Context: an optimization exercise on an open-source flow, tuned for small area and a short achievable clock period. The choices shown serve that exercise and are no tape-out recipe.
The RTL was checked by simulation tests, not by an equivalence proof against the original design.
Power and IR drop assume default switching activity.

### flow/run.sh
#!/bin/bash
# synth_recipe.tcl (not shown) runs the flow's synth.tcl, then flattens the netlist and writes it again
# the make line also repeats each setting of config.mk as NAME=value (left out here)
make -C /OpenROAD-flow-scripts/flow DESIGN_CONFIG=/design/flow/config.mk WORK_HOME=/design/flow/orfs CLKGATE_MAP_FILE= SYNTH_SCRIPT=/design/flow/synth_recipe.tcl finish
### flow/config.mk
export PLATFORM = sky130hd
export DESIGN_NAME = muldiv_engine
export DESIGN_NICKNAME = muldiv_engine
export VERILOG_FILES = /design/flow/design.v
export SDC_FILE = /design/flow/constraint.sdc
export NUM_CORES = 4
export LEC_CHECK = 0
export CAP_MARGIN = 20
export CORE_MARGIN = 2
export CORE_UTILIZATION = 40
export SLEW_MARGIN = 20
### flow/constraint.sdc
create_clock -name core_clock -period 130.0 [get_ports {clk}]
set_input_delay 26.0000 -clock core_clock [delete_from_list [all_inputs] [get_ports {clk}]]
set_output_delay 26.0000 -clock core_clock [all_outputs]
set_load 0.01 [all_outputs]
### flow/design.v
module muldiv_engine #(
    parameter int MULT_CYCLES = 5,
    parameter int DIV_CYCLES  = 10
) (
    input  logic        clk,
    input  logic        reset,
    input  logic        start,
    input  logic [2:0]  op,
    input  logic [31:0] d1,
    input  logic [31:0] d2,
    input  logic        flush,
    output logic        busy,
    output logic [31:0] hi,
    output logic [31:0] lo
);
    logic        busy_reg;
    logic [3:0]  cnt_reg;
    logic        is_div_reg, sgn_reg;
    logic        sa_reg, sb_reg, dz_reg;
    logic [31:0] a_reg, l_reg;
    logic [32:0] h_reg;
    logic [31:0] hi_reg, lo_reg;
    assign busy = busy_reg;
    assign hi   = hi_reg;
    assign lo   = lo_reg;
    wire accept = start && !flush && !busy_reg && (op != 3'd0) && (op != 3'd7);
    wire op_mul = (op == 3'd1) || (op == 3'd2);
    wire op_div = (op == 3'd3) || (op == 3'd4);
    wire last   = (cnt_reg == 4'd1);
    wire         mfin = last;    
    wire [32:0]  a33  = {sgn_reg & a_reg[31], a_reg};
    wire         ext  = sgn_reg & l_reg[3];
    wire [6:0]   mbits = mfin ? {ext, ext, ext, l_reg[3:0]} : l_reg[6:0];
    logic [32:0] mh [0:7];
    logic [6:0]  mout;
    always_comb begin
        mh[0] = h_reg;
        for (int j = 0; j < 7; j++) begin
            logic [33:0] x, y, t;
            logic        c, sub;
            sub = (j == 6) && mfin;
            x = {mh[j][32], mh[j]};
            y = ({34{mbits[j]}} & {a33[32], a33}) ^ {34{sub}};
            c = sub;
            for (int i = 0; i < 34; i++) begin
                t[i] = x[i] ^ y[i] ^ c;
                c    = (x[i] & y[i]) | (c & (x[i] ^ y[i]));
            end
            mout[j]  = t[0];
            mh[j+1]  = t[33:1];
        end
    end
    wire [32:0]  dy  = {1'b1, a_reg ^ {32{~sb_reg}}};
    wire         dci = ~sb_reg;
    logic [31:0] dr [0:4];
    logic [31:0] dq [0:4];
    always_comb begin
        dr[0] = h_reg[31:0];
        dq[0] = l_reg;
        for (int j = 0; j < 4; j++) begin
            logic [32:0] r2;
            logic [33:0] s;
            r2 = {dr[j], dq[j][31]};
            s  = {1'b0, r2} + {1'b0, dy} + {33'd0, dci};
            dr[j+1] = s[33] ? s[31:0] : r2[31:0];
            dq[j+1] = {dq[j][30:0], s[33]};
        end
    end
    wire [31:0] l_abs   = (sgn_reg & l_reg[31]) ? (32'd0 - l_reg) : l_reg;
    wire [31:0] rem_out = sa_reg ? (32'd0 - h_reg[31:0]) : h_reg[31:0];
    wire [31:0] quo_out = (sa_reg ^ sb_reg) ? (32'd0 - l_reg) : l_reg;
    always_ff @(posedge clk) begin
        if (reset) begin
            busy_reg <= 1'b0;
            cnt_reg  <= 4'd0;
            hi_reg   <= 32'd0;
            lo_reg   <= 32'd0;
        end else if (!busy_reg) begin
            if (accept) begin
                a_reg      <= d2;
                l_reg      <= d1;
                h_reg      <= 33'd0;
                sgn_reg    <= (op == 3'd1) || (op == 3'd3);
                is_div_reg <= op_div;
                busy_reg   <= op_mul || op_div;
                cnt_reg    <= op_div ? 4'd10 : 4'd5;
                if (op == 3'd5) hi_reg <= d1;
                if (op == 3'd6) lo_reg <= d1;
            end
        end else begin
            cnt_reg <= cnt_reg - 4'd1;
            if (last) busy_reg <= 1'b0;
            if (!is_div_reg) begin
                if (last) begin
                    hi_reg <= {mh[7][28:0], mout[6:4]};
                    lo_reg <= {mout[3:0], l_reg[31:4]};
                end else begin
                    h_reg <= mh[7];
                    l_reg <= {mout, l_reg[31:7]};
                end
            end else begin
                if (cnt_reg == 4'd10) begin
                    l_reg  <= l_abs;
                    sa_reg <= sgn_reg & l_reg[31];
                    sb_reg <= sgn_reg & a_reg[31];
                    dz_reg <= (a_reg == 32'd0);
                end else if (!last) begin
                    h_reg <= {1'b0, dr[4]};
                    l_reg <= dq[4];
                end else if (!dz_reg) begin
                    hi_reg <= rem_out;
                    lo_reg <= quo_out;
                end
            end
        end
    end
endmodule
==> results.sh <==
export IMPL_status="timing/DRC/antenna clean"
export IMPL_synthArstFlopShare_pct=0
export IMPL_r2r_end="h_reg[31]"
export IMPL_num_vias=22671
export IMPL_met2WireLength_um=43000
export IMPL_crit_chain="clkdlybuf4s50_1 -> or3_1 -> and3_1 -> a21oi_1 -> or2_2 -> a211oi_1 -> a21oi_1 -> nor2_1"
export IMPL_largest_reg_flops=33
export IMPL_post_cts_repair_setup_buffers=0
export IMPL_portBuffers=135
export IMPL_syn_inst=2951
export IMPL_numClockSinks=171
export IMPL_max_vdd_ir_drop_mv=0.0277
export IMPL_hp_class="flop to flop"
export IMPL_dp_hpwl_um=70500
export IMPL_top_layer_used="met5"
export IMPL_cts_inserted_buffers=17
export IMPL_r2r_cells=57
export IMPL_place_congestion=0.956
export IMPL_vias_per_cell=6.05
export IMPL_grt_pass1_vias=22202
export IMPL_crit_top_cell="a21oi_1"
export IMPL_core_um2=60200
export IMPL_slowest_stage="clkdlybuf4s50_1"
export IMPL_netlist_area_um2=24300
export IMPL_root_buffer="clkbuf_16"
export IMPL_end_kind="flop"
export IMPL_switchingPower_mw=0.484
export IMPL_fp_dieW_um=250
export IMPL_rsz0062_at_grt="no"
export IMPL_rows=90
export IMPL_synth_distinct_cells=85
export IMPL_syn_num_nets=3385
export IMPL_drc=0
export IMPL_cts_hold_fix_buffers=0
export IMPL_clk_pin_slew_worst_paths_ns=0.08
export IMPL_wl_met3_um=5550
export IMPL_critPathLaunch="op[2]"
export IMPL_ctsHtreeMaxLevel=4
export IMPL_p_int_mw=0.409
export IMPL_syn2layout_area_growth_pct=10.5
export IMPL_clkPwrFrac_pct=6.2
export IMPL_cts_resized=0
export IMPL_dieArea_um2=62700
export IMPL_fin_nets=3387
export IMPL_max_freq_mhz=35.8
export IMPL_setup_tns_ns=0
export IMPL_io_pins=136
export IMPL_maxCapViolations=0
export IMPL_power_leakage_nw=10.7
export IMPL_fin_cells=3748
export IMPL_power_density_nw_per_um2=33.3
export IMPL_swShare_pct=54.2
export IMPL_regArea_um2=4450
export IMPL_cp_arrival_ns=28.33
export IMPL_drt_iter0_markers=1984
export IMPL_p_comb_share_pct=86.2
export IMPL_critical_path_class="input pin to flop"
export IMPL_hold_violations=0
export IMPL_m1WireLength_um=36800
export IMPL_die_y_um=250
export IMPL_grt_pass1_wl_um=136000
export IMPL_gr_total_overflow=0
export IMPL_dominantRegCellSynth="edfxtp_1"
export IMPL_yosysWarnings=4
export IMPL_grt_max_degree=148
export IMPL_power_mw=0.893
export IMPL_ant_nets=0
export IMPL_critical_path_endpoint="hi_reg[0]"
export IMPL_slew_headroom_pct=19.5
export IMPL_setup_ws_ns=102.05
export IMPL_clockBufferDepth=2
export IMPL_startpoint_type="input pin"
export IMPL_wl_per_cell_um=24.0
export IMPL_tightest_slew_ns=1.20
export IMPL_syn_area_per_cell_um2=8.23
export IMPL_rr_startpoint="a_reg[0]"
export IMPL_final_max_slew_violation_count=0
export IMPL_track_usage_pct=28.7
export IMPL_crit_fanout=14
export IMPL_seqPwrFrac_pct=7.6
export IMPL_fin_crit_sh_pct=21.5
export IMPL_start_util_pct=40.3
export IMPL_rrSetupSlack_ns=109.06
export IMPL_critPathMaxStageDelay_ns=0.52
export IMPL_dp_slack_ns=101.30
export IMPL_required_ns=130.38
export IMPL_finalSetupViolCount=0
export IMPL_multiInputGateArea_um2=18400
export IMPL_cts_tree="done"
export IMPL_skew_ns=0.0153
export IMPL_period_minus_slack_ns=27.96
export IMPL_drt_wl_total_um=90100
export IMPL_antenna_found_initial=4
export IMPL_diodes=0
export IMPL_synth_edf_count=102
export IMPL_ys_seq_area_share_pct=18.3
export IMPL_ys_ff_latch=171
export IMPL_drive_above_1_share_pct=4.15
export IMPL_clock_latency_ns=0.51
export IMPL_placed_cells=3714
export IMPL_drt_first_pass_iters=8
export IMPL_fill_cells=5865
## worst max-delay path: cells and delay by family
kind	cells	cell delay (ns)
buffers and inverters	1	0.52
AND/OR/NAND/NOR	4	1.14
AO/OA/AOI/OAI	3	0.67
## power by group through the flow
stage | Clock [mW] | Sequential (mW) | Combinational (mW)
final | 0.0550 | 0.0681 | 0.770
after global routing | 0.0575 | 0.0684 | 0.857
after CTS | 0.0556 | 0.0680 | 0.770
after detailed placement | 0 | 0.0692 | 0.766
after global placement | 0 | 0.0691 | 0.750
after floorplan | 0 | 0.0664 | 0.541
## through the flow
| stage | util, % | instance area [um^2] | hold WS (ns) |
|---|---|---|---|
| floorplan | - | 24300 | 0.511 |
| global placement | 43.5 | 26200 | 0.487 |
| detailed placement | 43.5 | 26200 | 0.498 |
| CTS | 44.5 | 26800 | 0.508 |
| global route | 44.6 | 26800 | 0.535 |
| finish | 44.6 | 26800 | 0.509 |
## cell usage after synthesis, types with 10 or more instances
cell      count  area, um^2
o31ai_1      15         113
mux2i_1      22         220
a221o_1      14         140
clkbuf_1    162         608
o21ai_0     167         836
fa_1        228        4560
o211ai_1     15         113
and2_1      105         657
or3_1        23         144
dfxtp_1      69        1380
nor2b_1      57         357
a31oi_1      54         338
nand3_1      51         255
a211oi_1     43         323
or2_2        10        62.6
a311oi_1     17         149
inv_1       186         698
nand2_1     300        1130
a21boi_0     13        97.6
o21bai_1     18         135
xor2_1       57         499
nor3_1       82         410
xnor2_1     158        1380
o221ai_1     11        96.3
o22ai_1      34         213
nand2b_1     21         131
o21a_1       25         188
a21o_1       68         510
nand4_1      13        81.3
edfxtp_1    102        3060
nor2_1      240         901
a21oi_1     239        1200
and3_1       23         144
ha_1        135        1690
buf_1        20        75.1
nor4_1       14        87.6
## final cells by class
class                   instances  area share [%]
clock buffers                  17            1.58
inverters                     188            2.63
multi-input cells            2397            68.6
clock inverters                15           0.634
well taps                     782            3.64
flip-flops and latches        171            16.6
repair buffers                178            6.36
## routing by layer
layer	track usage [%]	up-vias
li1	-	10325
met1	35.8	11182
met2	48.6	952
met3	4.19	208
met4	13.8	4
met5	0	-
## how the worst min path moves through the flow
| stage | from | endpoint | cells after the start |
|---|---|---|---|
| global route | lo_reg[2] | lo_reg[2] | 2 |
| CTS | lo_reg[13] | lo_reg[13] | 2 |
| detailed placement | lo_reg[13] | lo_reg[13] | 2 |
| global placement | lo_reg[8] | lo_reg[8] | 2 |
| floorplan | hi_reg[10] | hi_reg[10] | 2 |
| finish | lo_reg[13] | lo_reg[13] | 2 |
## cell usage in the layout, fill, tap and decap left out, types with 68 or more instances in the layout
cell,instances
ha_1,135
xnor2_1,157
clkdlybuf4s50_1,134
o21ai_0,167
nor3_1,82
inv_1,186
nand2_1,299
and2_1,105
a21oi_1,237
dfxtp_1,68
nor2_1,233
edfxtp_1,102
fa_1,228
a21o_1,68
## cell families (layout without fill, tap and decap cells)
family | after synthesis | in the layout | synth area share [%]
AND/OR/NAND/NOR | 973 | 973 | 19.1
AO/OA/AOI/OAI | 820 | 820 | 21.9
buffers and inverters | 383 | 398 | 6.11
adder cells (fa/ha/maj) | 363 | 363 | 25.7
XOR/XNOR | 215 | 215 | 7.75
flip-flops | 171 | 171 | 18.3
multiplexers | 26 | 26 | 1.10

[static timing again, ports no longer ideal]
No port has a modelled driver above. Below, the same layout with a new extraction and two added sets of constraints.
Step 1 assumes that a clkbuf_16 drives the clock port and a buf_2 every other input.
Step 2 moves the port delays by t, midway between the first and last clock arrival at a register: inputs arrive t later, outputs are due t later. That takes back most of the time a late clock gives input paths.
a / b / c = ideal ports / drivers / drivers and shift; a / b = the first two.
t, ns: 0.569
slack for setup (ns): 102.045 / 102.088 / 101.519
worst register clock-pin slew, ns: 0.09 / 0.09
worst data-port slew with drivers (ns): 0.05
After both steps setup and hold are still met in this run. The setup slack of this run moves by +0.043 ns with the drivers and by -0.526 ns with both steps.
